From an optimization exercise on the open Yosys and OpenROAD flow, aimed at small area, a short achievable clock period and few clock cycles per item; shortcuts taken in it are not production practice.
RTL that was checked went through simulation tests only; none was proved equivalent to the original.
Only the layout flow was run in runs 5 and 6; the RTL was not checked for function there.

[flow/config.mk]
export PLATFORM = sky130hd
export DESIGN_NAME = subbytes_pipe
export DESIGN_NICKNAME = subbytes_pipe
export VERILOG_FILES = /design/flow/design.v
export SDC_FILE = /design/flow/constraint.sdc
export NUM_CORES = 4
export LEC_CHECK = 0
export CAP_MARGIN = 20
export CORE_MARGIN = 2
export CORE_UTILIZATION = 65
export PLACE_DENSITY = 0.75
export SLEW_MARGIN = 20
export SYNTH_HIERARCHICAL = 1
export SYNTH_MINIMUM_KEEP_SIZE = 0
[flow/constraint.sdc]
create_clock -name core_clock -period 13.0 [get_ports {clk_i}]
set_input_delay 2.6000 -clock core_clock [delete_from_list [all_inputs] [get_ports {clk_i}]]
set_output_delay 2.6000 -clock core_clock [all_outputs]
set_load 0.01 [all_outputs]
[flow/design.v]
module subbytes_pipe #(
    parameter int NUM_BYTES = 16,
    parameter int LANE_W    = 8
) (
    input  logic                   clk_i,
    input  logic                   rst_ni,
    input  logic                   in_valid_i,
    output logic                   in_ready_o,
    input  logic [8*NUM_BYTES-1:0] in_data_i,
    input  logic                   inv_i,
    output logic                   out_valid_o,
    input  logic                   out_ready_i,
    output logic [8*NUM_BYTES-1:0] out_data_o,
    output logic                   busy_o
);
    if (LANE_W != 8) begin : g_bad_lane_w
        $error("subbytes_pipe: LANE_W must be 8");
    end
    if (NUM_BYTES < 1 || NUM_BYTES > 16) begin : g_bad_num_bytes
        $error("subbytes_pipe: NUM_BYTES must be in 1..16");
    end
    localparam int NB = NUM_BYTES;
    logic            adv;         
    logic            acc;         
    logic            inc;         
    logic            o_free;      
    logic            sp_valid;    
    logic [8*NB-1:0] sp_data;
    logic [8*NB-1:0] res;         
    logic [8*NB-1:0] o_new;       
    logic [8*NB-1:0] o_d;         
    logic            sp_valid_d;
    logic            o_valid_d;
    logic            v1;
    logic            inv1;
    logic [8*NB-1:0] b1_d, b1_q;
    logic            v2;
    logic            inv2;
    logic [12*NB-1:0] b2_d, b2_q;
    logic            busy_q;
    logic            rdy_q;       
    assign adv        = !sp_valid;
    assign in_ready_o = rdy_q;
    assign acc        = in_valid_i && rdy_q;
    assign inc        = adv && v2;
    assign o_free     = !out_valid_o || out_ready_i;
    assign busy_o     = busy_q;
    for (genvar k = 0; k < NB; k++) begin : g_lane
        sb_x_t u_x_t (.a(in_data_i[8*k +: 8]), .inv(inv_i), .b(b1_d[8*k +: 8]));
        sb_t_te u_t_te (.a(b1_q[8*k +: 8]), .inv(inv1), .b(b2_d[12*k +: 12]));
        sb_te_y u_te_y (.a(b2_q[12*k +: 12]), .inv(inv2), .b(res[8*k +: 8]));
    end
    assign o_new = sp_valid ? sp_data : res;
    assign o_d   = o_free ? o_new : out_data_o;
    assign o_valid_d  = o_free ? (sp_valid || inc) : 1'b1;
    assign sp_valid_d = o_free ? (sp_valid && inc) : (sp_valid || inc);
    always_ff @(posedge clk_i or negedge rst_ni) begin
        if (!rst_ni) begin
            rdy_q       <= 1'b1;
            busy_q      <= 1'b0;
            sp_valid    <= 1'b0;
            out_valid_o <= 1'b0;
            v1          <= 1'b0;
            v2          <= 1'b0;
        end else begin
            rdy_q       <= !sp_valid_d;
            sp_valid    <= sp_valid_d;
            out_valid_o <= o_valid_d;
            busy_q      <= o_valid_d || sp_valid_d || (adv ? (acc || v1) : (v1 || v2));
            if (adv) begin
                v1 <= acc;
                v2 <= v1;
            end
        end
    end
    always_ff @(posedge clk_i) begin
        if (adv) begin
            b1_q <= b1_d;
            inv1 <= inv_i;
            b2_q <= b2_d;
            inv2 <= inv1;
        end
        if (!sp_valid) sp_data <= res;
        out_data_o <= o_d;
    end
endmodule
module gf16_inv (
    input  logic [3:0] d,
    output logic [3:0] e
);
    logic w00;
    logic w01;
    logic w02;
    logic w03;
    logic w04;
    logic w05;
    logic w06;
    logic w07;
    logic w08;
    logic w09;
    logic w10;
    logic w11;
    logic w12;
    logic w13;
    logic w14;
    logic w15;
    g_inv u0 (.a(d[0]), .y(w15));
    g_inv u1 (.a(d[2]), .y(w00));
    g_inv u2 (.a(d[3]), .y(w01));
    g_nand2 u3 (.a(w00), .b(w01), .y(w02));
    g_nand2 u4 (.a(w02), .b(d[1]), .y(w03));
    g_nand2 u5 (.a(w15), .b(d[2]), .y(w04));
    g_nor2 u6 (.a(w01), .b(w04), .y(w05));
    g_o22ai u7 (.a1(w15), .a2(d[2]), .b1(w03), .b2(w05), .y(e[2]));
    g_inv u8 (.a(d[1]), .y(w06));
    g_nand2 u9 (.a(w06), .b(d[0]), .y(w07));
    g_nand2 u10 (.a(w15), .b(d[1]), .y(w08));
    g_nand3 u11 (.a(w07), .b(w08), .c(w00), .y(w09));
    g_nand2 u12 (.a(w09), .b(d[3]), .y(w10));
    g_nand2 u13 (.a(w10), .b(w02), .y(w11));
    g_nand2 u14 (.a(d[1]), .b(d[2]), .y(w12));
    g_nand2 u15 (.a(w11), .b(w12), .y(e[1]));
    g_nand2 u16 (.a(w10), .b(w04), .y(e[0]));
    g_nand2 u17 (.a(w01), .b(d[1]), .y(w13));
    g_nand2 u18 (.a(w12), .b(w15), .y(w14));
    g_xnor2 u19 (.a(w13), .b(w14), .y(e[3]));
endmodule
module sb_x_t (
    input  logic [7:0] a,
    input  logic       inv,
    output logic [7:0] b
);
    logic n0;
    g_xor2 u1 (.a(a[0]), .b(a[6]), .y(n0));
    logic n1;
    g_xor2 u3 (.a(a[1]), .b(n0), .y(n1));
    logic n2;
    g_xnor2 u5 (.a(a[4]), .b(a[7]), .y(n2));
    logic n3;
    g_xnor2 u7 (.a(a[5]), .b(n0), .y(n3));
    logic n4;
    g_xnor2 u9 (.a(a[5]), .b(n1), .y(n4));
    logic n5;
    g_xor2 u11 (.a(a[2]), .b(a[7]), .y(n5));
    logic n6;
    g_xor2 u13 (.a(a[0]), .b(a[3]), .y(n6));
    logic n7;
    g_xor2 u15 (.a(a[3]), .b(n1), .y(n7));
    logic n8;
    g_xor2 u17 (.a(a[7]), .b(n3), .y(n8));
    logic n9;
    g_xor2 u19 (.a(a[4]), .b(n3), .y(n9));
    logic n10;
    g_xor2 u21 (.a(n4), .b(n5), .y(n10));
    logic n11;
    g_xnor2 u23 (.a(a[2]), .b(n7), .y(n11));
    logic n12;
    g_xnor2 u25 (.a(a[1]), .b(n2), .y(n12));
    logic n13;
    g_xnor2 u27 (.a(n6), .b(n12), .y(n13));
    logic n14;
    g_xor2 u29 (.a(a[4]), .b(a[6]), .y(n14));
    logic n15;
    g_xor2 u31 (.a(a[4]), .b(n1), .y(n15));
    logic n16;
    g_xor2 u33 (.a(a[4]), .b(n4), .y(n16));
    logic n17;
    g_xor2 u35 (.a(a[4]), .b(n6), .y(n17));
    logic n18;
    g_xor2 u37 (.a(a[5]), .b(n5), .y(n18));
    logic n19;
    g_xnor2 u39 (.a(a[6]), .b(n2), .y(n19));
    logic n20;
    g_mux2i u41 (.s(inv), .a0(n8), .a1(n7), .y(n20));
    logic n21;
    g_mux2i u43 (.s(inv), .a0(n4), .a1(n14), .y(n21));
    logic n22;
    g_mux2i u45 (.s(inv), .a0(n9), .a1(n15), .y(n22));
    logic n23;
    g_mux2i u47 (.s(inv), .a0(n10), .a1(n2), .y(n23));
    logic n24;
    g_mux2i u49 (.s(inv), .a0(n11), .a1(n16), .y(n24));
    logic n25;
    g_mux2i u51 (.s(inv), .a0(n3), .a1(n17), .y(n25));
    logic n26;
    logic n27;
    g_inv u54 (.a(a[0]), .y(n27));
    g_mux2i u55 (.s(inv), .a0(n27), .a1(n18), .y(n26));
    logic n28;
    g_mux2i u57 (.s(inv), .a0(n13), .a1(n19), .y(n28));
    assign b[0] = n20;
    assign b[1] = n21;
    assign b[2] = n22;
    assign b[3] = n23;
    assign b[4] = n24;
    assign b[5] = n25;
    assign b[6] = n26;
    assign b[7] = n28;
endmodule
module sb_t_te (
    input  logic [7:0]  a,
    input  logic        inv,
    output logic [11:0] b
);
    logic [3:0] d;
    logic n0;
    g_xor2 u1 (.a(a[0]), .b(a[1]), .y(n0));
    logic n1;
    g_xor2 u3 (.a(a[2]), .b(a[3]), .y(n1));
    logic n2;
    g_xor2 u5 (.a(a[0]), .b(a[2]), .y(n2));
    logic n3;
    g_xor2 u7 (.a(a[1]), .b(a[3]), .y(n3));
    logic n4;
    g_xor2 u9 (.a(n0), .b(n1), .y(n4));
    logic n5;
    g_xor2 u11 (.a(a[6]), .b(a[7]), .y(n5));
    logic n6;
    g_xor2 u13 (.a(a[4]), .b(a[5]), .y(n6));
    logic n7;
    g_xor2 u15 (.a(a[4]), .b(a[6]), .y(n7));
    logic n8;
    g_xor2 u17 (.a(a[5]), .b(a[7]), .y(n8));
    logic n9;
    g_xor2 u19 (.a(n5), .b(n6), .y(n9));
    logic n10;
    g_nand2 u21 (.a(a[0]), .b(a[4]), .y(n10));
    logic n11;
    g_nand2 u23 (.a(a[1]), .b(a[5]), .y(n11));
    logic n12;
    g_nand2 u25 (.a(a[2]), .b(a[6]), .y(n12));
    logic n13;
    g_nand2 u27 (.a(a[3]), .b(a[7]), .y(n13));
    logic n14;
    g_nand2 u29 (.a(n0), .b(n6), .y(n14));
    logic n15;
    g_nand2 u31 (.a(n1), .b(n5), .y(n15));
    logic n16;
    g_nand2 u33 (.a(n2), .b(n7), .y(n16));
    logic n17;
    g_nand2 u35 (.a(n3), .b(n8), .y(n17));
    logic n18;
    g_nand2 u37 (.a(n4), .b(n9), .y(n18));
    logic n19;
    g_xor2 u39 (.a(n15), .b(n16), .y(n19));
    logic n20;
    g_xor2 u41 (.a(n14), .b(n16), .y(n20));
    logic n21;
    g_xor2 u43 (.a(n10), .b(n17), .y(n21));
    logic n22;
    g_xor2 u45 (.a(a[0]), .b(a[4]), .y(n22));
    logic n23;
    g_xor2 u47 (.a(n20), .b(n21), .y(n23));
    logic n24;
    g_xor2 u49 (.a(n22), .b(n23), .y(n24));
    logic n25;
    g_xor2 u51 (.a(n11), .b(n18), .y(n25));
    logic n26;
    g_xor2 u53 (.a(n0), .b(n6), .y(n26));
    logic n27;
    g_xor2 u55 (.a(n20), .b(n25), .y(n27));
    logic n28;
    g_xor2 u57 (.a(n26), .b(n27), .y(n28));
    logic n29;
    g_xor2 u59 (.a(n12), .b(n17), .y(n29));
    logic n30;
    g_xor2 u61 (.a(n3), .b(n8), .y(n30));
    logic n31;
    g_xor2 u63 (.a(n19), .b(n29), .y(n31));
    logic n32;
    g_xor2 u65 (.a(n30), .b(n31), .y(n32));
    logic n33;
    g_xor2 u67 (.a(n13), .b(n18), .y(n33));
    logic n34;
    g_xor2 u69 (.a(n2), .b(n7), .y(n34));
    logic n35;
    g_xor2 u71 (.a(n19), .b(n33), .y(n35));
    logic n36;
    g_xor2 u73 (.a(n34), .b(n35), .y(n36));
    assign b[0] = a[0];
    assign b[1] = a[1];
    assign b[2] = a[2];
    assign b[3] = a[3];
    assign b[4] = a[4];
    assign b[5] = a[5];
    assign b[6] = a[6];
    assign b[7] = a[7];
    assign d[0] = n24;
    assign d[1] = n28;
    assign d[2] = n32;
    assign d[3] = n36;
    gf16_inv u_einv (.d(d), .e(b[11:8]));
endmodule
module sb_te_y (
    input  logic [11:0] a,
    input  logic        inv,
    output logic [7:0]  b
);
    logic n0;
    g_xor2 u1 (.a(a[0]), .b(a[1]), .y(n0));
    logic n1;
    g_xor2 u3 (.a(a[2]), .b(a[3]), .y(n1));
    logic n2;
    g_xor2 u5 (.a(a[0]), .b(a[2]), .y(n2));
    logic n3;
    g_xor2 u7 (.a(a[1]), .b(a[3]), .y(n3));
    logic n4;
    g_xor2 u9 (.a(n0), .b(n1), .y(n4));
    logic n5;
    g_xor2 u11 (.a(a[6]), .b(a[7]), .y(n5));
    logic n6;
    g_xor2 u13 (.a(a[4]), .b(a[5]), .y(n6));
    logic n7;
    g_xor2 u15 (.a(a[4]), .b(a[6]), .y(n7));
    logic n8;
    g_xor2 u17 (.a(a[5]), .b(a[7]), .y(n8));
    logic n9;
    g_xor2 u19 (.a(n5), .b(n6), .y(n9));
    logic n10;
    g_xor2 u21 (.a(a[8]), .b(a[9]), .y(n10));
    logic n11;
    g_xor2 u23 (.a(a[10]), .b(a[11]), .y(n11));
    logic n12;
    g_xor2 u25 (.a(a[8]), .b(a[10]), .y(n12));
    logic n13;
    g_xor2 u27 (.a(a[9]), .b(a[11]), .y(n13));
    logic n14;
    g_xor2 u29 (.a(n10), .b(n11), .y(n14));
    logic n15;
    g_nand2 u31 (.a(a[0]), .b(a[8]), .y(n15));
    logic n16;
    g_nand2 u33 (.a(a[1]), .b(a[9]), .y(n16));
    logic n17;
    g_nand2 u35 (.a(a[2]), .b(a[10]), .y(n17));
    logic n18;
    g_nand2 u37 (.a(a[3]), .b(a[11]), .y(n18));
    logic n19;
    g_nand2 u39 (.a(n0), .b(n10), .y(n19));
    logic n20;
    g_nand2 u41 (.a(n1), .b(n11), .y(n20));
    logic n21;
    g_nand2 u43 (.a(n2), .b(n12), .y(n21));
    logic n22;
    g_nand2 u45 (.a(n3), .b(n13), .y(n22));
    logic n23;
    g_nand2 u47 (.a(n4), .b(n14), .y(n23));
    logic n24;
    g_nand2 u49 (.a(a[4]), .b(a[8]), .y(n24));
    logic n25;
    g_nand2 u51 (.a(a[5]), .b(a[9]), .y(n25));
    logic n26;
    g_nand2 u53 (.a(a[6]), .b(a[10]), .y(n26));
    logic n27;
    g_nand2 u55 (.a(a[7]), .b(a[11]), .y(n27));
    logic n28;
    g_nand2 u57 (.a(n6), .b(n10), .y(n28));
    logic n29;
    g_nand2 u59 (.a(n5), .b(n11), .y(n29));
    logic n30;
    g_nand2 u61 (.a(n7), .b(n12), .y(n30));
    logic n31;
    g_nand2 u63 (.a(n8), .b(n13), .y(n31));
    logic n32;
    g_nand2 u65 (.a(n9), .b(n14), .y(n32));
    logic n33;
    g_xor2 u67 (.a(n30), .b(n31), .y(n33));
    logic n34;
    g_xor2 u69 (.a(n21), .b(n23), .y(n34));
    logic n35;
    g_xor2 u71 (.a(n30), .b(n32), .y(n35));
    logic n36;
    g_xor2 u73 (.a(n21), .b(n22), .y(n36));
    logic n37;
    g_xor2 u75 (.a(n24), .b(n28), .y(n37));
    logic n38;
    g_xor2 u77 (.a(n33), .b(n37), .y(n38));
    logic n39;
    g_xor2 u79 (.a(n25), .b(n28), .y(n39));
    logic n40;
    g_xor2 u81 (.a(n35), .b(n39), .y(n40));
    logic n41;
    g_xor2 u83 (.a(n26), .b(n29), .y(n41));
    logic n42;
    g_xor2 u85 (.a(n33), .b(n41), .y(n42));
    logic n43;
    g_xor2 u87 (.a(n27), .b(n29), .y(n43));
    logic n44;
    g_xor2 u89 (.a(n35), .b(n43), .y(n44));
    logic n45;
    g_xor2 u91 (.a(n15), .b(n19), .y(n45));
    logic n46;
    g_xor2 u93 (.a(n36), .b(n45), .y(n46));
    logic n47;
    g_xor2 u95 (.a(n16), .b(n19), .y(n47));
    logic n48;
    g_xor2 u97 (.a(n34), .b(n47), .y(n48));
    logic n49;
    g_xor2 u99 (.a(n17), .b(n20), .y(n49));
    logic n50;
    g_xnor2 u101 (.a(n36), .b(n49), .y(n50));
    logic n51;
    g_xor2 u103 (.a(n18), .b(n20), .y(n51));
    logic n52;
    g_xor2 u105 (.a(n34), .b(n51), .y(n52));
    logic n53;
    g_xnor2 u107 (.a(n40), .b(n52), .y(n53));
    logic n54;
    g_xnor2 u109 (.a(n38), .b(n48), .y(n54));
    logic n55;
    g_xnor2 u111 (.a(n42), .b(n53), .y(n55));
    logic n56;
    g_xnor2 u113 (.a(n50), .b(n55), .y(n56));
    logic n57;
    g_xor2 u115 (.a(n44), .b(n46), .y(n57));
    logic n58;
    g_xnor2 u117 (.a(n40), .b(n54), .y(n58));
    logic n59;
    g_xnor2 u119 (.a(n42), .b(n54), .y(n59));
    logic n60;
    g_xnor2 u121 (.a(n46), .b(n56), .y(n60));
    logic n61;
    g_xor2 u123 (.a(n38), .b(n44), .y(n61));
    logic n62;
    g_xnor2 u125 (.a(n55), .b(n61), .y(n62));
    logic n63;
    g_xor2 u127 (.a(n44), .b(n53), .y(n63));
    logic n64;
    g_xor2 u129 (.a(n42), .b(n46), .y(n64));
    logic n65;
    g_xor2 u131 (.a(n44), .b(n52), .y(n65));
    logic n66;
    g_xnor2 u133 (.a(n40), .b(n48), .y(n66));
    logic n67;
    g_xnor2 u135 (.a(n44), .b(n58), .y(n67));
    logic n68;
    g_xor2 u137 (.a(n54), .b(n56), .y(n68));
    logic n69;
    g_xnor2 u139 (.a(n42), .b(n48), .y(n69));
    logic n70;
    g_xnor2 u141 (.a(n56), .b(n57), .y(n70));
    logic n71;
    g_xor2 u143 (.a(n48), .b(n57), .y(n71));
    logic n72;
    g_xnor2 u145 (.a(n55), .b(n71), .y(n72));
    logic n73;
    g_mux2i u147 (.s(inv), .a0(n59), .a1(n50), .y(n73));
    logic n74;
    g_mux2i u149 (.s(inv), .a0(n58), .a1(n66), .y(n74));
    logic n75;
    g_mux2i u151 (.s(inv), .a0(n60), .a1(n67), .y(n75));
    logic n76;
    g_mux2i u153 (.s(inv), .a0(n62), .a1(n68), .y(n76));
    logic n77;
    g_mux2i u155 (.s(inv), .a0(n63), .a1(n69), .y(n77));
    logic n78;
    g_mux2i u157 (.s(inv), .a0(n64), .a1(n70), .y(n78));
    logic n79;
    g_mux2i u159 (.s(inv), .a0(n65), .a1(n72), .y(n79));
    logic n80;
    g_mux2i u161 (.s(inv), .a0(n53), .a1(n54), .y(n80));
    assign b[0] = n73;
    assign b[1] = n74;
    assign b[2] = n75;
    assign b[3] = n76;
    assign b[4] = n77;
    assign b[5] = n78;
    assign b[6] = n79;
    assign b[7] = n80;
endmodule
module g_xor2 (input logic a, input logic b, output logic y);
    assign y = a ^ b;
endmodule
module g_xnor2 (input logic a, input logic b, output logic y);
    assign y = ~(a ^ b);
endmodule
module g_nand2 (input logic a, input logic b, output logic y);
    assign y = ~(a & b);
endmodule
module g_nor2 (input logic a, input logic b, output logic y);
    assign y = ~(a | b);
endmodule
module g_mux2i (input logic s, input logic a0, input logic a1, output logic y);
    assign y = ~(s ? a1 : a0);
endmodule
module g_nand3 (input logic a, input logic b, input logic c, output logic y);
    assign y = ~(a & b & c);
endmodule
module g_o22ai (input logic a1, input logic a2, input logic b1, input logic b2, output logic y);
    assign y = ~((a1 | a2) & (b1 | b2));
endmodule
module g_mux2 (input logic s, input logic a0, input logic a1, output logic y);
    assign y = s ? a1 : a0;
endmodule
module g_inv (input logic a, output logic y);
    assign y = ~a;
endmodule
[flow/flow/run.sh]
#!/bin/bash
export BUFFER_PORTS_ARGS="-buffer_cell sky130_fd_sc_hd__buf_2"
bash standard.sh finish SETUP_SLACK_MARGIN=${MARGIN:-9} > standard.log 2>&1
[flow/standard.sh]
#!/bin/bash
# synth_recipe.tcl (not shown) runs the flow's synth.tcl, then flattens the netlist and writes it again
# the make line also repeats each setting of config.mk as NAME=value (left out here)
make -C /OpenROAD-flow-scripts/flow DESIGN_CONFIG=/design/flow/config.mk WORK_HOME=/design/flow/orfs CLKGATE_MAP_FILE= SYNTH_SCRIPT=/design/flow/synth_recipe.tcl "${@:-finish}"
==> impl_metrics.toml, run 1 <==
[cells_and_area]
multi_input_area_mm2 = 0.0215
regArea_mm2 = 0.0162
nNetsFinal = 3871
areaGrowthSynthToFinish_pct = 3.93
fin_cells = 4644
layout-drive-gt1-share = 0.133
n_fill_cell = 4661

[critical_path]
cpMaxStageDelayCell = "clkbuf_8"
worstPathRequired_ns = 13.32
cp_max_fo = 80
path_delay_family = "buffers and inverters"
crit_arrival_ns = 4.17
worst_setup_path_end_kind = "flop"
worstPathCellList = "clkbuf_8 -> buf_6 -> mux2i_1"
cp_num_buf_inv = 2
critPathMaxStageDelay_ns = 0.65
cp-start-kind = "primary input"
worstSetupPathType = "in -> reg"

[yosys]
netlist_area_mm2 = 0.0410
syn_nets = 3927
yosysWarningCount = 7
synth_cell_type_count = 21
seq_area_frac_synth = 0.396
syn_inst = 3794
synth_area_per_cell_um2 = 10.8
ys_seq_elements = 584

[clock_network]
cts_tree = "done"
cts_htree_levels = 3
cts_buffer_depth = 3
path_clk_slew_ns = 0.06
root_buffer = "clkbuf_16"
post_cts_buffers = 0
cts_buffers = 66
clock_latency_ns = 0.60
numClockSinks = 584

[global_route]
grt_usage = 0.220
first_global_vias = 24400
grt_start_max_net_pins = 82
grt_pass1_wl_um = 117000
grt_overflow_total = 0
antenna_found_initial = 10

[detailed_routing]
wire_per_inst_um = 15.4
ant_nets = 0
viasPerCell = 5.06
firstDrtPassIters = 5
drt_iter0_drc = 955
drcViolationCount = 0
vias = 23500
finalWirelength_um = 71400

[timing]
finalHoldViolCount = 0
min_period_over_period = 0.296
whs_ns = 0.418
timing.final.ws_setup_ns = 9.15
skew_ns = 0.0204
drv_slew = 0
max_freq_mhz = 260
slew_headroom = 0.317
tightest_slew_ns = 1.02
setup_viol = 0
rsz0062_at_grt = "false"
final.setup.tns_ns = 0
finalCriticalPeriod_ns = 3.85

[run_status]
status = "complete, no violations"

[floorplanning]
fp.dieW_um = 255
io_pins = 264
fp.dieH_um = 255
initial_core_util = 0.654
die-area_mm2 = 0.0651
core_mm2 = 0.0627
rows = 92

[placement]
numPortBuffers = 263
dp_cells = 4516
place_hpwl_um = 53800
post-place-ws_ns = 8.33
gp_congestion = 0.876

[flow_run]
drv_cap = 0

[min_path]
worstHoldPathType = "reg -> reg"
-- worst paths after layout --
kind	end	cells after the start	startpoint	slack, ns
hold reg to reg	inv2	0	inv1	0.42
max in group asynchronous	rdy_q	1	rst_ni	10.96
setup / recovery	b1_q[113]	3	inv_i	9.15
hold / removal	inv2	0	inv1	0.42
setup reg to reg	out_data_o[123]	11	b2_q[191]	9.41
min in group asynchronous	out_valid_o	1	rst_ni	1.82
-- per-layer routing --
metal / up-vias / wire length, µm / track usage
met2: 360 / 36300 / 0.397
met5: - / 19 / 0
met1: 11200 / 30800 / 0.268
li1: 11800 / - / -
met3: 109 / 2600 / 0.0327
met4: 4 / 1700 / 0.0734
-- stage by stage --
step	instance area (µm²)	utilization
final	42600	0.679
after global routing	42600	0.679
after detailed placement	40500	0.645
after global placement	40500	0.645
after floorplan	41000	-
after CTS	42600	0.679
-- state kept, by name (all words and copies together) (netlist names) --
name         cells
v2               1
busy_q           1
sp_data        128
inv1             1
out_valid_o      1
b1_q           128
sp_valid         1
out_data_o     128
inv2             1
v1               1
b2_q           192
rdy_q            1
-- Yosys stat by module (local to each module, per instance), a selection --
module   flip-flops and latches  cells inside  area [µm²]
g_nand2                       0             1        3.75
sb_t_te                       0             8        60.1
g_xor2                        0             1        8.76
sb_te_y                       0             8        60.1
g_o22ai                       0             1        6.26
sb_x_t                        0             8        60.1
g_xnor2                       0             1        8.76
-- cell type report --
class	count	share of cell area
multi-input combinational	2730	0.504
sequential	584	0.381
timing repair buffer	275	0.0333
inverter	81	0.00722
antenna	7	0.000411
clock inverter	24	0.00352
clock buffer	97	0.0461
tap	846	0.0248
-- cells in the mapped netlist (all sizes together) --
cell / count / area (µm²)
xor2: 1312 / 11500
nand2: 627 / 2350
edfxtp: 450 / 13500
buf: 399 / 3010
xnor2: 352 / 3080
mux2i: 256 / 2560
mux2: 129 / 1700
dfxtp: 128 / 2560
inv: 81 / 304
nor2: 18 / 67.6
nand3: 16 / 80.1
o22ai: 16 / 100
dfrtp: 5 / 125
dfstp: 1 / 26.3
nand2b: 1 / 6.26
nand4b: 1 / 8.76
o21ai: 1 / 5.00
or2: 1 / 6.26
-- cell families after synthesis --
logic type,count (synthesis),synth area share
buffers and inverters,480,0.0809
AO/OA/AOI/OAI,17,0.00256
XOR/XNOR,1664,0.355
AND/OR/NAND/NOR,664,0.0615
flip-flops,584,0.396
multiplexers,385,0.104
-- timing repair --
action	4_1_cts	5_1_grt
hold buffers	0	0
setup endpoints to repair	5	0
resized for setup	1	0
-- cells in the final DEF (no fill, tap or decap), types with 4 or more instances in the layout --
master,count
mux2_2,62
clkbuf_1,17
xor2_1,1312
clkinv_1,8
buf_4,11
xnor2_1,352
inv_1,80
nor2_1,18
mux2i_1,256
buf_2,262
clkbuf_16,71
clkinvlp_4,4
edfxtp_1,450
nand2_1,627
dfrtp_1,4
nand3_1,16
clkinv_2,10
clkbuf_8,10
o22ai_1,16
diode_2,7
dfxtp_1,128
mux2_4,67
Testbench counts, summed over its fixed seeds: cycles 6,012, items 6,000.
==> run 2, diff against run 1 <==
--- a/flow/config.mk
+++ b/flow/config.mk
@@ -10,2 +10,4 @@
 export CORE_UTILIZATION = 65
+export CTS_CLUSTER_DIAMETER = 100
+export CTS_CLUSTER_SIZE = 24
 export PLACE_DENSITY = 0.75
==> impl_metrics.toml, run 2 <==
[detailed_routing]
ant_nets = 0
viasPerCell = 5.07
drt_iter0_drc = 996
finalWirelength_um = 70100
firstDrtPassIters = 5
wire_per_inst_um = 15.3
drcViolationCount = 0
vias = 23200

[placement]
numPortBuffers = 263
place_hpwl_um = 53800
gp_congestion = 0.876

[timing]
finalHoldViolCount = 0
setup_viol = 0
whs_ns = 0.451
finalCriticalPeriod_ns = 3.88
rsz0062_at_grt = "false"
drv_slew = 0
skew_ns = 0.0196
tightest_slew_ns = 1.05
slew_headroom = 0.302
min_period_over_period = 0.298
final.setup.tns_ns = 0
max_freq_mhz = 258

[clock_network]
cts_htree_levels = 1
clock_latency_ns = 0.61
cts_buffer_depth = 3
root_buffer = "clkbuf_16"
cts_tree = "done"
numClockSinks = 584
postCtsHoldBufs = 0
cts_buffers = 30
path_clk_slew_ns = 0.09

[critical_path]
cp_num_buf_inv = 1
critPathMaxStageDelay_ns = 0.54
worstPathRequired_ns = 10.40
r2r-start = "b2_q[179]"
path_depth = 1
cpMaxStageDelayCell = "dfstp_2"
r2r-end = "out_data_o[114]"
reg2reg_depth = 11
crit_arrival_ns = 1.28
rrSetupSlack_ns = 9.40
worst_setup_path_end_kind = "output port"
path_delay_family = "flip-flops"
cp-start-kind = "flop"
cp_max_fo = 2
worstPathCellList = "buf_2"
worstSetupPathType = "reg -> out"

[floorplanning]
fp.dieH_um = 255
initial_core_util = 0.654
rows = 92
core_mm2 = 0.0627
die-area_mm2 = 0.0651
fp.dieW_um = 255
io_pins = 264

[yosys]
synth_cell_type_count = 21
synth_area_per_cell_um2 = 10.8
synth_edf_count = 450
synth_top_area_frac = 0.329
synth_area_leaders = "edfxtp_1 (33%), xor2_1 (28%), xnor2_1 (7.5%)"
synth.top_cells.by_count = "xor2_1 (1,312), nand2_1 (627), edfxtp_1 (450)"
ys_seq_elements = 584
synthFlopType = "edfxtp_1"
seq_area_frac_synth = 0.396
async_reset_ff_frac = 0.0103
post-synth-top-count-cell = "xor2_1"
netlist_area_mm2 = 0.0410
syn_inst = 3794
yosysTopAreaCell = "edfxtp_1"
syn_nets = 3927
yosysWarningCount = 7

[cells_and_area]
final_cell_mix = "xor2_1 (1,312), nand2_1 (627), edfxtp_1 (450), xnor2_1 (352), buf_2 (262)"
layout-drive-gt1-share = 0.121
areaGrowthSynthToFinish_pct = 1.07
largest_reg_flops = 192
regMostFlops = "b2_q"
nNetsFinal = 3835
final_common_cell = "xor2_1"
n_fill_cell = 4782

[global_route]
grt_start_max_net_pins = 82
antenna_found_initial = 11
grt_usage = 0.214
grt_overflow_total = 0
grt_pass1_wl_um = 115000
first_global_vias = 24000

[min_path]
holdCritStartpoint = "inv1"
worstHoldPathType = "reg -> reg"
min_to = "inv2"
worstHoldPathCells = 0

[run_status]
status = "complete, no violations"

[flow_run]
drv_cap = 0
run 2: modules after synthesis (local to each module, per instance), a selection:
| module | cells | cell area, µm² | copies in the design | flops+latches |
|---|---|---|---|---|
| g_nor2 | 1 | 3.75 | 16 | 0 |
| sb_te_y | 8 | 60.1 | 16 | 0 |
| g_mux2i | 1 | 10.0 | 256 | 0 |
| sb_x_t | 8 | 60.1 | 16 | 0 |
| g_nand3 | 1 | 5.00 | 16 | 0 |
| sb_t_te | 8 | 60.1 | 16 | 0 |
| g_xnor2 | 1 | 8.76 | 352 | 0 |
| subbytes_pipe | 738 | 18100 | 1 | 584 |
| g_inv | 1 | 3.75 | 80 | 0 |
run 2: stage by stage:
| step | utilization | instances | instance area, µm² | setup WS (ns) |
|---|---|---|---|---|
| 6_report | 0.661 | 4580 | 41500 | 9.12 |
| 5_1_grt | 0.661 | 4577 | 41400 | 9.08 |
| 4_1_cts | 0.660 | 4572 | 41400 | 9.00 |
| 3_5_place_dp | 0.645 | 4516 | 40500 | 8.33 |
| 3_3_place_gp | 0.645 | 4516 | 40500 | 8.41 |
| 2_1_floorplan | - | 3794 | 41000 | 7.08 |
run 2: final cells by class:
class | instances | area (µm²) | area share
multi-input combinational | 2730 | 21500 | 0.518
sequential | 584 | 16200 | 0.392
timing repair buffer | 275 | 1420 | 0.0342
tap | 846 | 1060 | 0.0255
clock buffer | 49 | 863 | 0.0208
inverter | 81 | 308 | 0.00743
clock inverter | 7 | 77.6 | 0.00187
antenna | 8 | 20.0 | 0.000483
run 2: how the worst max path moves through the flow:
stage	start	to
final	rdy_q	in_ready_o
after global routing	rdy_q	in_ready_o
after CTS	inv_i	b1_q[113]
after detailed placement	inv_i	b1_q[113]
after global placement	inv_i	b1_q[116]
after floorplan	sp_valid	b1_q[0]
run 2: logic make-up (layout without fill, tap and decap cells):
logic type | count (synthesis) | count (layout) | synth area share
simple gates | 664 | 664 | 0.0615
mux | 385 | 385 | 0.104
xor+xnor | 1664 | 1664 | 0.355
other cells | 0 | 8 | 0
flops | 584 | 584 | 0.396
buf+inv | 480 | 412 | 0.0809
compound gates | 17 | 17 | 0.00256
run 2: timing repair:
item,CTS,global route
setup buffers,0,0
resized for setup,0,1
endpoints found under the setup margin,0,41
run 2: metal layers:
metal	share of wire	vias up	GRT usage
met5	0.00011	-	0
met4	0.021	2	0.0518
met3	0.031	87	0.0248
met2	0.51	330	0.394
met1	0.44	11100	0.268
li1	-	11700	-
==> run 3, diff against run 2 <==
==> flow/flow/run.sh (replaced) <==
#!/bin/bash
export BUFFER_PORTS_ARGS="-buffer_cell sky130_fd_sc_hd__buf_2"
bash standard.sh finish SETUP_SLACK_MARGIN=${MARGIN:-9} RECOVER_POWER=100 > standard.log 2>&1
--- a/flow/config.mk
+++ b/flow/config.mk
@@ -10,4 +10,2 @@
 export CORE_UTILIZATION = 65
-export CTS_CLUSTER_DIAMETER = 100
-export CTS_CLUSTER_SIZE = 24
 export PLACE_DENSITY = 0.75
==> impl_metrics.toml, run 3 <==
[critical_path]
worstPathRequired_ns = 13.31
cp_max_fo = 80
cp-start-kind = "primary input"
worstSetupPathType = "in -> reg"
worstPathCellList = "clkbuf_1 -> buf_6 -> mux2i_1"
worst_setup_path_end_kind = "flop"
critPathMaxStageDelay_ns = 4.13
crit_arrival_ns = 7.86
cpMaxStageDelayCell = "clkbuf_1"

[clock_network]
cts_tree = "done"
cts_htree_levels = 3
cts_buffers = 66
post_cts_buffers = 0
path_clk_slew_ns = 0.06
cts_buffer_depth = 3
clock_latency_ns = 0.60
root_buffer = "clkbuf_16"
numClockSinks = 584

[global_route]
grt_pass1_wl_um = 117000
gr-usage-met3 = 0.0327
first_global_vias = 24400
grt.busiest_layer = "met2"
grt_start_max_net_pins = 82
grt_use_met2 = 0.397
grt_util_met1 = 0.268
grt_overflow_total = 0
grt_usage = 0.220
antenna_found_initial = 10

[yosys]
syn_nets = 3927
synth_edf_count = 450
synth_top_area_frac = 0.329
syn_inst = 3794
async_reset_ff_frac = 0.0103
seq_area_frac_synth = 0.396
synth_cell_type_count = 21
synth_area_leaders = "edfxtp_1 (33%), xor2_1 (28%), xnor2_1 (7.5%)"
post-synth-top-count-cell = "xor2_1"
synthFlopType = "edfxtp_1"
synth_area_per_cell_um2 = 10.8
ys_seq_elements = 584
netlist_area_mm2 = 0.0410
synth.top_cells.by_count = "xor2_1 (1,312), nand2_1 (627), edfxtp_1 (450)"
yosysWarningCount = 7
yosysTopAreaCell = "edfxtp_1"

[timing]
final.setup.tns_ns = 0
finalHoldViolCount = 0
drv_slew = 393
max_freq_mhz = 133
setup_viol = 0
finalCriticalPeriod_ns = 7.54
slew_headroom = -3.03
rsz0062_at_grt = "false"
min_period_over_period = 0.580
skew_ns = 0.0199
tightest_slew_ns = 6.05

[cells_and_area]
largest_reg_flops = 192
areaGrowthSynthToFinish_pct = 2.81
final_common_cell = "xor2_1"
regMostFlops = "b2_q"
final_cell_mix = "xor2_1 (1,312), nand2_1 (627), edfxtp_1 (450), xnor2_1 (352), mux2i_1 (256)"
fin_cells = 4643
layout-drive-gt1-share = 0.0786
n_fill_cell = 4822
nNetsFinal = 3871

[flow_run]
drv_cap = 6

[run_status]
so.violations = "max-capacitance violations, max-slew violations"
status = "failed layout checks"

[min_path]
worstHoldPathType = "reg -> reg"

[placement]
gp_congestion = 0.876
dp_cells = 4516
numPortBuffers = 263
place_hpwl_um = 53800

[floorplanning]
initial_core_util = 0.654
fp.dieW_um = 255
io_pins = 264
core_mm2 = 0.0627
rows = 92
die-area_mm2 = 0.0651
fp.dieH_um = 255

[detailed_routing]
wire_per_inst_um = 15.3
finalWirelength_um = 71200
viasPerCell = 5.06
ant_nets = 0
drcViolationCount = 0
drt_iter0_drc = 1007
vias = 23500
firstDrtPassIters = 5
run 3: cell counts after synthesis:
No cell type changed its count.
run 3: final timing paths:
| check | start | to | slack (ns) | cells after the start |
|---|---|---|---|---|
| max in group asynchronous | rst_ni | rdy_q | 10.85 | 1 |
| setup / recovery | inv_i | b1_q[113] | 5.46 | 3 |
| hold / removal | inv1 | inv2 | 0.42 | 0 |
| setup reg to reg | sp_valid | b1_q[109] | 6.46 | 3 |
| min in group asynchronous | rst_ni | v1 | 1.87 | 1 |
| hold reg to reg | inv1 | inv2 | 0.42 | 0 |
run 3: per-layer routing:
layer / share of wire / up-vias
met3: 0.036 / 109
li1: - / 11800
met5: 0.00027 / -
met2: 0.51 / 372
met1: 0.43 / 11200
met4: 0.025 / 4
run 3: cell type report:
cell class / count / area (µm²) / area share
diodes: 6 / 15.0 / 0.000356
clock buffers: 97 / 1960 / 0.0466
clock inverters: 24 / 150 / 0.00356
inverters: 81 / 305 / 0.00724
multi-input cells: 2730 / 21200 / 0.503
flip-flops and latches: 584 / 16200 / 0.385
well taps: 846 / 1060 / 0.0251
repair buffers: 275 / 1230 / 0.0291
run 3: modules after synthesis (local to each module, per instance), a selection:
module | cells | copies in the design | cell area, µm²
g_nand3 | 1 | 16 | 5.00
g_nor2 | 1 | 16 | 3.75
sb_te_y | 8 | 16 | 60.1
g_mux2i | 1 | 256 | 10.0
g_xor2 | 1 | 1312 | 8.76
subbytes_pipe | 738 | 1 | 18100
g_nand2 | 1 | 624 | 3.75
sb_t_te | 8 | 16 | 60.1
g_o22ai | 1 | 16 | 6.26
g_xnor2 | 1 | 352 | 8.76
g_inv | 1 | 80 | 3.75
sb_x_t | 8 | 16 | 60.1
run 3: kinds of logic after synthesis:
| family | Yosys count | share of synthesized area |
|---|---|---|
| mux | 385 | 0.104 |
| compound gates | 17 | 0.00256 |
| buf+inv | 480 | 0.0809 |
| simple gates | 664 | 0.0615 |
| xor+xnor | 1664 | 0.355 |
| flops | 584 | 0.396 |
run 3: what timing repair did:
| action | 4_1_cts | 5_1_grt |
|---|---|---|
| gates resized for setup | 1 | 0 |
| endpoints found under the setup margin | 5 | 0 |
| hold buffers | 0 | 0 |
run 3: critical path, delay by kind of cell:
kind	cells	cell delay (ns)
buf+inv	2	4.90
mux	1	0.20
run 3: per-stage QoR:
step | setup WS (ns) | instance area [µm²] | util | hold WS, ns
after CTS | 9.12 | 42600 | 0.679 | 0.421
after global placement | 8.41 | 40500 | 0.645 | 0.404
after floorplan | 7.08 | 41000 | - | 0.400
after detailed placement | 8.33 | 40500 | 0.645 | 0.417
final | 5.46 | 42200 | 0.672 | 0.416
after global routing | 5.22 | 42200 | 0.672 | 0.441
==> run 4, diff against run 3 <==
==> flow/flow/run.sh (replaced) <==
#!/bin/bash
export BUFFER_PORTS_ARGS="-buffer_cell sky130_fd_sc_hd__buf_2"
bash standard.sh finish SETUP_SLACK_MARGIN=${MARGIN:-9} > standard.log 2>&1
--- a/flow/config.mk
+++ b/flow/config.mk
@@ -9,4 +9,4 @@
 export CORE_MARGIN = 2
-export CORE_UTILIZATION = 65
-export PLACE_DENSITY = 0.75
+export CORE_UTILIZATION = 45
+export PLACE_DENSITY = 0.6
 export SLEW_MARGIN = 20
==> impl_metrics.toml, run 4 <==
[critical_path]
cp_max_fo = 2
rrSetupSlack_ns = 9.53
reg2reg_depth = 11
path_depth = 1
cp_num_buf_inv = 1
path_delay_family = "flip-flops"
cp-start-kind = "flop"
cpMaxStageDelayCell = "dfstp_2"
worst_setup_path_end_kind = "output port"
crit_arrival_ns = 1.27
critPathMaxStageDelay_ns = 0.53
r2r-start = "b2_q[167]"
worstPathCellList = "buf_2"
worstSetupPathType = "reg -> out"
r2r-end = "out_data_o[107]"
cp-startpoint = "rdy_q"
worstPathRequired_ns = 10.40
cp-endpoint = "in_ready_o"

[yosys]
seq_area_frac_synth = 0.396
yosysTopAreaCell = "edfxtp_1"
synthFlopType = "edfxtp_1"
async_reset_ff_frac = 0.0103
syn_nets = 3927
synth_area_leaders = "edfxtp_1 (33%), xor2_1 (28%), xnor2_1 (7.5%)"
post-synth-top-count-cell = "xor2_1"
syn_inst = 3794
yosysWarningCount = 7
netlist_area_mm2 = 0.0410
synth_cell_type_count = 21
synth_top_area_frac = 0.329
synth_edf_count = 450
synth.top_cells.by_count = "xor2_1 (1,312), nand2_1 (627), edfxtp_1 (450)"
ys_seq_elements = 584
synth_area_per_cell_um2 = 10.8

[detailed_routing]
ant_nets = 0
firstDrtPassIters = 5
drcViolationCount = 0
wire_per_inst_um = 14.0
vias = 22400
drt_iter0_drc = 808
viasPerCell = 4.51
finalWirelength_um = 69700

[timing]
timing.final.ws_setup_ns = 9.13
tightest_slew_ns = 1.25
min_period_over_period = 0.298
slew_headroom = 0.168
drv_slew = 0
finalCriticalPeriod_ns = 3.87
finalHoldViolCount = 0
max_freq_mhz = 259
setup_viol = 0
skew_ns = 0.0125
rsz0062_at_grt = "false"
final.setup.tns_ns = 0
whs_ns = 0.419

[cells_and_area]
regArea_mm2 = 0.0162
regMostFlops = "b2_q"
nNetsFinal = 3875
largest_reg_flops = 192
final_common_cell = "xor2_1"
areaGrowthSynthToFinish_pct = 5.71
fin_cells = 4980
final_cell_mix = "xor2_1 (1,312), nand2_1 (627), edfxtp_1 (450), xnor2_1 (352), buf_2 (262)"
fin_util = 0.481
multi_input_area_mm2 = 0.0215
n_fill_cell = 8292
layout-drive-gt1-share = 0.137

[floorplanning]
core_mm2 = 0.0901
fp.dieH_um = 306
io_pins = 264
rows = 110
fp.dieW_um = 306
initial_core_util = 0.455
die-area_mm2 = 0.0936

[placement]
post-place-ws_ns = 8.29
numPortBuffers = 263
dp_cells = 4844
place_hpwl_um = 52300
gp_congestion = 0.834

[clock_network]
cts_htree_levels = 3
cts_buffers = 72
ctsResizeCount = 1
cts_tree = "done"
root_buffer = "clkbuf_16"
cts_buffer_depth = 3
postCtsHoldBufs = 0
path_clk_slew_ns = 0.06
numClockSinks = 584
clock_latency_ns = 0.62
post_cts_buffers = 0

[flow_run]
drv_cap = 0

[run_status]
status = "complete, no violations"

[global_route]
grt_start_max_net_pins = 189
first_global_vias = 22900
antenna_found_initial = 1
grt_overflow_total = 0
grt_usage = 0.150
grt_pass1_wl_um = 115000

[min_path]
worstHoldPathType = "reg -> reg"
worstHoldPathCells = 0
-- run 4: cell counts after synthesis --
Identical to the previous run, type by type.
-- run 4: stage by stage --
stage	area (µm²)
floorplan	41000
global placement	40900
detailed placement	40900
CTS	43300
global route	43400
finish	43400
-- run 4: worst min path at each step --
stage                       to  from  slack [ns]
after global routing      inv2  inv1        0.43
final                     inv2  inv1        0.42
after CTS                 inv2  inv1        0.42
after floorplan           inv2  inv1        0.40
after detailed placement  inv2  inv1        0.41
after global placement    inv2  inv1        0.40
-- run 4: logic make-up after synthesis --
logic type | count (synthesis) | share of synthesized area
AOI/OAI and AO/OA | 17 | 0.00256
xor gates and xnor gates | 1664 | 0.355
buffers and inverters | 480 | 0.0809
DFF | 584 | 0.396
muxes | 385 | 0.104
and+or+nand+nor | 664 | 0.0615
-- run 4: routing by layer --
| layer | part of all wire | GRT usage |
|---|---|---|
| met4 | 0.024 | 0.0504 |
| met5 | 0 | 0 |
| met2 | 0.49 | 0.261 |
| met1 | 0.46 | 0.189 |
| met3 | 0.033 | 0.0240 |
-- run 4: final cells by class --
type / count / area share
sequential: 584 / 0.374
inverter: 81 / 0.00710
timing repair buffer: 273 / 0.0330
clock inverter: 38 / 0.00970
multi-input combinational: 2730 / 0.495
tap: 1176 / 0.0339
antenna: 2 / 0.000115
clock buffer: 96 / 0.0465
-- run 4: modules after synthesis, one instance, submodules excluded, excerpt --
module | area, µm² | flip-flops and latches
sb_t_te | 60.1 | 0
sb_x_t | 60.1 | 0
g_nand3 | 5.00 | 0
g_inv | 3.75 | 0
g_xnor2 | 8.76 | 0
sb_te_y | 60.1 | 0
==> run 5, diff against run 4 <==
--- a/flow/design.v
+++ b/flow/design.v
@@ -41,2 +41,3 @@
     logic            rdy_q;       
+    logic            ovn_q;       
     assign adv        = !sp_valid;
@@ -45,3 +46,3 @@
     assign inc        = adv && v2;
-    assign o_free     = !out_valid_o || out_ready_i;
+    assign o_free     = ovn_q || out_ready_i;
     assign busy_o     = busy_q;
@@ -53,3 +54,5 @@
     assign o_new = sp_valid ? sp_data : res;
-    assign o_d   = o_free ? o_new : out_data_o;
+    for (genvar j = 0; j < 8*NB; j++) begin : g_ohold
+        g_mux2 u_ohold (.s(o_free), .a0(out_data_o[j]), .a1(o_new[j]), .y(o_d[j]));
+    end
     assign o_valid_d  = o_free ? (sp_valid || inc) : 1'b1;
@@ -58,3 +61,4 @@
         if (!rst_ni) begin
-            rdy_q       <= 1'b1;
+            rdy_q       <= 1'b0;
+            ovn_q       <= 1'b1;
             busy_q      <= 1'b0;
@@ -66,2 +70,3 @@
             rdy_q       <= !sp_valid_d;
+            ovn_q       <= !o_valid_d;
             sp_valid    <= sp_valid_d;
--- a/flow/config.mk
+++ b/flow/config.mk
@@ -9,4 +9,6 @@
 export CORE_MARGIN = 2
-export CORE_UTILIZATION = 45
-export PLACE_DENSITY = 0.6
+export CORE_UTILIZATION = 65
+export CTS_CLUSTER_DIAMETER = 100
+export CTS_CLUSTER_SIZE = 24
+export PLACE_DENSITY = 0.75
 export SLEW_MARGIN = 20
==> impl_metrics.toml, run 5 <==
[flow_run]
drv_cap = 0

[critical_path]
cp_max_fo = 48
cp-startpoint = "out_ready_i"
crit_arrival_ns = 4.40
critPathMaxStageDelay_ns = 0.59
cpMaxStageDelayCell = "buf_6"
rrSetupSlack_ns = 9.32
worstPathRequired_ns = 13.52
worstSetupPathType = "in -> reg"
r2r-end = "b1_q[23]"
worst_setup_path_end_kind = "flop"
cpMostUsedCell = "buf_6"
worstPathCellList = "buf_2 -> nor2_4 -> clkinvlp_4 -> buf_6 -> buf_6 -> mux2_4"
reg2reg_depth = 4
cp-start-kind = "primary input"
r2r-start = "sp_valid"

[clock_network]
cts_htree_levels = 1
root_buffer = "clkbuf_16"
cts_buffer_depth = 3
cts_tree = "done"
numClockSinks = 585
cts_buffers = 31
clock_latency_ns = 0.64
post_cts_buffers = 0
path_clk_slew_ns = 0.09

[timing]
min_period_over_period = 0.298
slew_headroom = 0.347
max_freq_mhz = 258
skew_ns = 0.0230
drv_slew = 0
finalHoldViolCount = 0
setup_viol = 0
finalCriticalPeriod_ns = 3.88
final.setup.tns_ns = 0
whs_ns = 0.429
tightest_slew_ns = 0.980
rsz0062_at_grt = "false"

[min_path]
worstHoldPathCells = 0
worstHoldPathType = "reg -> reg"
min_to = "inv2"
holdCritStartpoint = "inv1"

[placement]
numPortBuffers = 263
place_hpwl_um = 51600
placed_cell_area_mm2 = 0.0411
gp_congestion = 0.870

[yosys]
netlist_area_mm2 = 0.0416
synth_edf_count = 322
synthFlopType = "edfxtp_1"
syn_nets = 4058
post-synth-top-count-cell = "xor2_1"
async_reset_ff_frac = 0.0120
synth_area_per_cell_um2 = 10.6
yosysTopAreaCell = "xor2_1"
synth_area_leaders = "xor2_1 (28%), edfxtp_1 (23%), dfxtp_1 (12%)"
seq_area_frac_synth = 0.360
yosysWarningCount = 7
synth.top_cells.by_count = "xor2_1 (1,312), nand2_1 (626), buf_4 (384)"
ys_seq_elements = 585
syn_inst = 3925
synth_top_area_frac = 0.276
synth_cell_type_count = 20

[floorplanning]
io_pins = 264
core_mm2 = 0.0632
die-area_mm2 = 0.0661
fp.dieH_um = 257
fp.dieW_um = 257
rows = 92
initial_core_util = 0.659

[cells_and_area]
final_cell_mix = "xor2_1 (1,312), nand2_1 (626), xnor2_1 (352), edfxtp_1 (322), buf_2 (262)"
fin_area_mm2 = 0.0421
final_common_cell = "xor2_1"
areaGrowthSynthToFinish_pct = 1.20
regMostFlops = "b2_q"
layout-drive-gt1-share = 0.151
largest_reg_flops = 192
n_fill_cell = 4987
nNetsFinal = 3970

[global_route]
grt_usage = 0.202
antenna_found_initial = 5
grt_overflow_total = 0
grt_pass1_wl_um = 113000
first_global_vias = 23300
grt_start_max_net_pins = 78

[detailed_routing]
drcViolationCount = 0
ant_nets = 0
viasPerCell = 4.96
firstDrtPassIters = 5
wire_per_inst_um = 14.4
drt_iter0_drc = 868
finalWirelength_um = 67800
vias = 23400

[run_status]
status = "complete, no violations"
[run 5: cell count changes after synthesis, sizes merged, moves of 2 or more]
cell    change
o21ai       +2
edfxtp    -128
mux2      +128
nor3        +2
dfxtp     +128
[run 5: kinds of logic after synthesis]
kind of cell    Yosys count  synth area share
compound gates           19           0.00276
buf+inv                 481            0.0796
mux                     513             0.148
flops                   585             0.360
simple gates            663            0.0605
xor+xnor               1664             0.350
[run 5: cell type report]
class | instances | area (µm²) | share of cell area
antenna | 3 | 7.51 | 0.000178
clock buffer | 47 | 847 | 0.0201
clock inverter | 11 | 110 | 0.00261
inverter | 82 | 315 | 0.00748
multi-input combinational | 2859 | 23400 | 0.554
sequential | 585 | 15000 | 0.355
tap | 846 | 1060 | 0.0251
timing repair buffer | 277 | 1460 | 0.0347
timing repair inverter | 1 | 5.00 | 0.000119
[run 5: critical path, delay by kind of cell]
kind | cells | cell delay, ns
buffers and inverters | 4 | 1.33
muxes | 1 | 0.35
and+or+nand+nor | 1 | 0.05
[run 5: per-layer routing]
layer,part of all wire,GRT usage
met5,0.00047,0
met4,0.019,0.0439
met3,0.029,0.0228
met2,0.50,0.366
met1,0.45,0.258
[run 5: what timing repair did]
item | 4_1_cts | 5_1_grt
setup endpoints to repair | 158 | 136
resized for setup | 4 | 2
gates cloned | 1 | 0
hold buffers | 0 | 0
[run 5: how the worst max path moves through the flow]
stage,to,slack (ns),depth (start not counted)
5_1_grt,out_data_o[5],9.01,12
4_1_cts,b1_q[110],9.00,3
6_report,out_data_o[99],9.12,6
3_5_place_dp,out_data_o[102],8.01,6
2_1_floorplan,out_data_o[0],6.89,3
3_3_place_gp,out_data_o[28],8.03,6
[run 5: modules after synthesis (local to each module, per instance), a selection]
module | flip-flops and latches | cells inside | copies in the design | area [µm²]
subbytes_pipe | 585 | 741 | 1 | 16800
sb_t_te | 0 | 8 | 16 | 60.1
sb_te_y | 0 | 8 | 16 | 60.1
sb_x_t | 0 | 8 | 16 | 60.1
g_mux2 | 0 | 1 | 128 | 15.0
g_mux2i | 0 | 1 | 256 | 10.0
g_xnor2 | 0 | 1 | 352 | 8.76
g_xor2 | 0 | 1 | 1312 | 8.76
g_o22ai | 0 | 1 | 16 | 6.26
g_nand3 | 0 | 1 | 16 | 5.00
g_inv | 0 | 1 | 80 | 3.75
g_nand2 | 0 | 1 | 624 | 3.75
g_nor2 | 0 | 1 | 16 | 3.75
[run 5: through the flow]
step	util	std cells	setup slack, ns
after floorplan	-	3925	6.89
after global placement	0.651	4648	8.03
after detailed placement	0.651	4648	8.01
after CTS	0.666	4707	9.00
after global routing	0.667	4711	9.01
final	0.667	4711	9.12
==> run 6, diff against run 5 <==
==> flow/flow/run.sh (replaced) <==
#!/bin/bash
export BUFFER_PORTS_ARGS="-buffer_cell sky130_fd_sc_hd__buf_2"
bash standard.sh finish SETUP_SLACK_MARGIN=${MARGIN:-9.3} > standard.log 2>&1
==> impl_metrics.toml, run 6 <==
[run_status]
status = "complete, no violations"

[timing]
max_freq_mhz = 266
finalHoldViolCount = 0
min_period_over_period = 0.289
drv_slew = 0
finalCriticalPeriod_ns = 3.76
whs_ns = 0.420
tightest_slew_ns = 1.12
skew_ns = 0.0196
final.setup.tns_ns = 0
slew_headroom = 0.254
rsz0062_at_grt = "true"
timing.final.ws_setup_ns = 9.24
setup_viol = 0

[floorplanning]
core_mm2 = 0.0632
io_pins = 264
fp.dieH_um = 257
die-area_mm2 = 0.0661
fp.dieW_um = 257
rows = 92
initial_core_util = 0.659

[clock_network]
numClockSinks = 585
cts_tree = "done"
cts_buffer_depth = 3
cts_buffers = 30
postCtsHoldBufs = 0
clock_latency_ns = 0.62
root_buffer = "clkbuf_16"
path_clk_slew_ns = 0.09
cts_htree_levels = 1

[critical_path]
path_delay_family = "flip-flops"
crit_arrival_ns = 1.16
cp_num_buf_inv = 1
cp-start-kind = "flop"
reg2reg_depth = 12
cpMaxStageDelayCell = "dfrtp_1"
worstSetupPathType = "reg -> out"
r2r-end = "out_data_o[93]"
r2r-start = "b2_q[141]"
worstPathCellList = "buf_2"
worstPathRequired_ns = 10.40
worst_setup_path_end_kind = "output port"
critPathMaxStageDelay_ns = 0.40
cp_max_fo = 2
rrSetupSlack_ns = 9.48

[cells_and_area]
areaGrowthSynthToFinish_pct = 6.97
final_cell_mix = "xor2_1 (1,274), nand2_1 (626), edfxtp_1 (322), xnor2_1 (303), mux2i_1 (256)"
nNetsFinal = 4048
fin_area_mm2 = 0.0445
n_fill_cell = 4667
layout-drive-gt1-share = 0.222
final_common_cell = "xor2_1"
regMostFlops = "b2_q"
largest_reg_flops = 192

[global_route]
grt_start_max_net_pins = 81
grt_pass1_wl_um = 117000
grt_usage = 0.209
antenna_found_initial = 3
grt_overflow_total = 0
first_global_vias = 24100

[detailed_routing]
ant_nets = 0
drcViolationCount = 0
finalWirelength_um = 69900
vias = 23600
wire_per_inst_um = 14.6
viasPerCell = 4.92
firstDrtPassIters = 5
drt_iter0_drc = 901

[placement]
gp_congestion = 0.854
place_hpwl_um = 51700
placed_cell_area_mm2 = 0.0417
numPortBuffers = 263
post-place-ws_ns = 8.27

[yosys]
synth_area_per_cell_um2 = 10.6
netlist_area_mm2 = 0.0416
syn_nets = 4058
yosysTopAreaCell = "xor2_1"
ys_seq_elements = 585
synthFlopType = "edfxtp_1"
post-synth-top-count-cell = "xor2_1"
synth_edf_count = 322
synth_area_leaders = "xor2_1 (28%), edfxtp_1 (23%), dfxtp_1 (12%)"
yosysWarningCount = 7
synth_cell_type_count = 20
synth.top_cells.by_count = "xor2_1 (1,312), nand2_1 (626), buf_4 (384)"
seq_area_frac_synth = 0.360
async_reset_ff_frac = 0.0120
syn_inst = 3925
synth_top_area_frac = 0.276

[min_path]
worstHoldPathType = "reg -> reg"
holdCritStartpoint = "inv1"
min_to = "inv2"
worstHoldPathCells = 0

[flow_run]
drv_cap = 0
-- run 6: logic make-up after synthesis --
family | share of synthesized area
DFF | 0.360
muxes | 0.148
xor gates and xnor gates | 0.350
AOI/OAI and AO/OA | 0.00276
and+or+nand+nor | 0.0605
buffers and inverters | 0.0796
-- run 6: through the flow --
step / util / instances
2_1_floorplan: - / 3925
3_3_place_gp: 0.659 / 4646
3_5_place_dp: 0.659 / 4646
4_1_cts: 0.698 / 4768
5_1_grt: 0.705 / 4786
6_report: 0.705 / 4787
-- run 6: repair_timing --
| item | 4_1_cts | 5_1_grt |
|---|---|---|
| resized for setup | 283 | 42 |
| buffers inserted | 66 | 16 |
| setup endpoints to repair | 292 | 179 |
| cloned | 1 | 0 |
-- run 6: routing by layer --
metal	GRT usage	vias up	routed length, µm
met1	0.264	11000	30900
met5	0	-	0
met4	0.0454	0	1240
met2	0.386	242	35800
li1	-	12200	-
met3	0.0185	67	1980
-- run 6: layout make-up --
| class | count | area (µm²) | share of cell area |
|---|---|---|---|
| diodes | 3 | 7.51 | 0.000169 |
| repair inverters | 1 | 5.00 | 0.000112 |
| flip-flops and latches | 585 | 15200 | 0.341 |
| multi-input cells | 2859 | 24200 | 0.543 |
| repair buffers | 356 | 2850 | 0.0639 |
| clock buffers | 48 | 871 | 0.0196 |
| clock inverters | 7 | 76.3 | 0.00171 |
| inverters | 82 | 315 | 0.00708 |
| well taps | 846 | 1060 | 0.0238 |
-- run 6: worst reg2reg max path, cell delays in order, from the launching register on --
cell	delay, ns
edfxtp_1	0.48
xor2_1	0.35
xor2_1	0.22
nand2_1	0.09
xor2_1	0.26
xor2_1	0.38
xnor2_1	0.29
xnor2_2	0.20
xnor2_2	0.31
xnor2_1	0.17
mux2i_1	0.11
mux2_4	0.32
mux2_4	0.25
-- run 6: worst max path at each step --
| stage | start | to | cells past startpoint |
|---|---|---|---|
| 3_5_place_dp | out_ready_i | out_data_o[108] | 5 |
| 6_report | rdy_q | in_ready_o | 1 |
| 4_1_cts | rdy_q | in_ready_o | 1 |
| 3_3_place_gp | out_ready_i | out_data_o[104] | 5 |
| 2_1_floorplan | out_ready_i | out_data_o[0] | 3 |
| 5_1_grt | rdy_q | in_ready_o | 1 |
-- run 6: per-module statistics from Yosys, one instance, submodules excluded, excerpt --
module | copies in the design | area (µm²)
g_xnor2 | 352 | 8.76
subbytes_pipe | 1 | 16800
g_inv | 80 | 3.75
g_mux2i | 256 | 10.0
g_nor2 | 16 | 3.75
sb_te_y | 16 | 60.1
g_o22ai | 16 | 6.26
g_nand3 | 16 | 5.00
sb_t_te | 16 | 60.1
g_mux2 | 128 | 15.0
sb_x_t | 16 | 60.1
g_xor2 | 1312 | 8.76
g_nand2 | 624 | 3.75

## port drivers added, routing unchanged
Ports are ideal in the flow. The routed layouts listed here were re-timed in OpenROAD. Step 1 (the two cells are an assumption about what drives the block):
set clk [get_ports {clk_i}]
set_driving_cell -lib_cell sky130_fd_sc_hd__clkbuf_16 $clk
set_driving_cell -lib_cell sky130_fd_sc_hd__buf_2 [delete_from_list [all_inputs] $clk]
Step 2 moves the port delays by t, midway between the first and last clock arrival at a register: inputs arrive t later, outputs are due t later. That takes back most of the time a late clock gives input paths. a / b / c = no drivers / after step 1 / after step 2; a / b = the first two.
run	t (ns)	setup slack, ns	worst setup path at the end	clock arrival spread, ns	worst register clock-pin slew, ns
run 1	0.653	9.147 / 9.094 / 8.523	input to register	0.022 / 0.022	0.06 / 0.06
run 2	0.671	9.123 / 9.058 / 8.514	input to register	0.021 / 0.021	0.10 / 0.10
run 3	0.653	5.458 / 5.448 / 4.795	input to register	0.021 / 0.021	0.06 / 0.06
run 4	0.672	9.132 / 9.070 / 8.527	input to register	0.014 / 0.014	0.06 / 0.06
run 5	0.684	9.124 / 9.068 / 8.478	input to register	0.033 / 0.033	0.10 / 0.10
run 6	0.676	9.243 / 9.178 / 8.676	input to register	0.020 / 0.020	0.10 / 0.10
The setup slack of run 3, which loses most, moves by -0.010 ns with the drivers and by -0.663 ns with both steps.
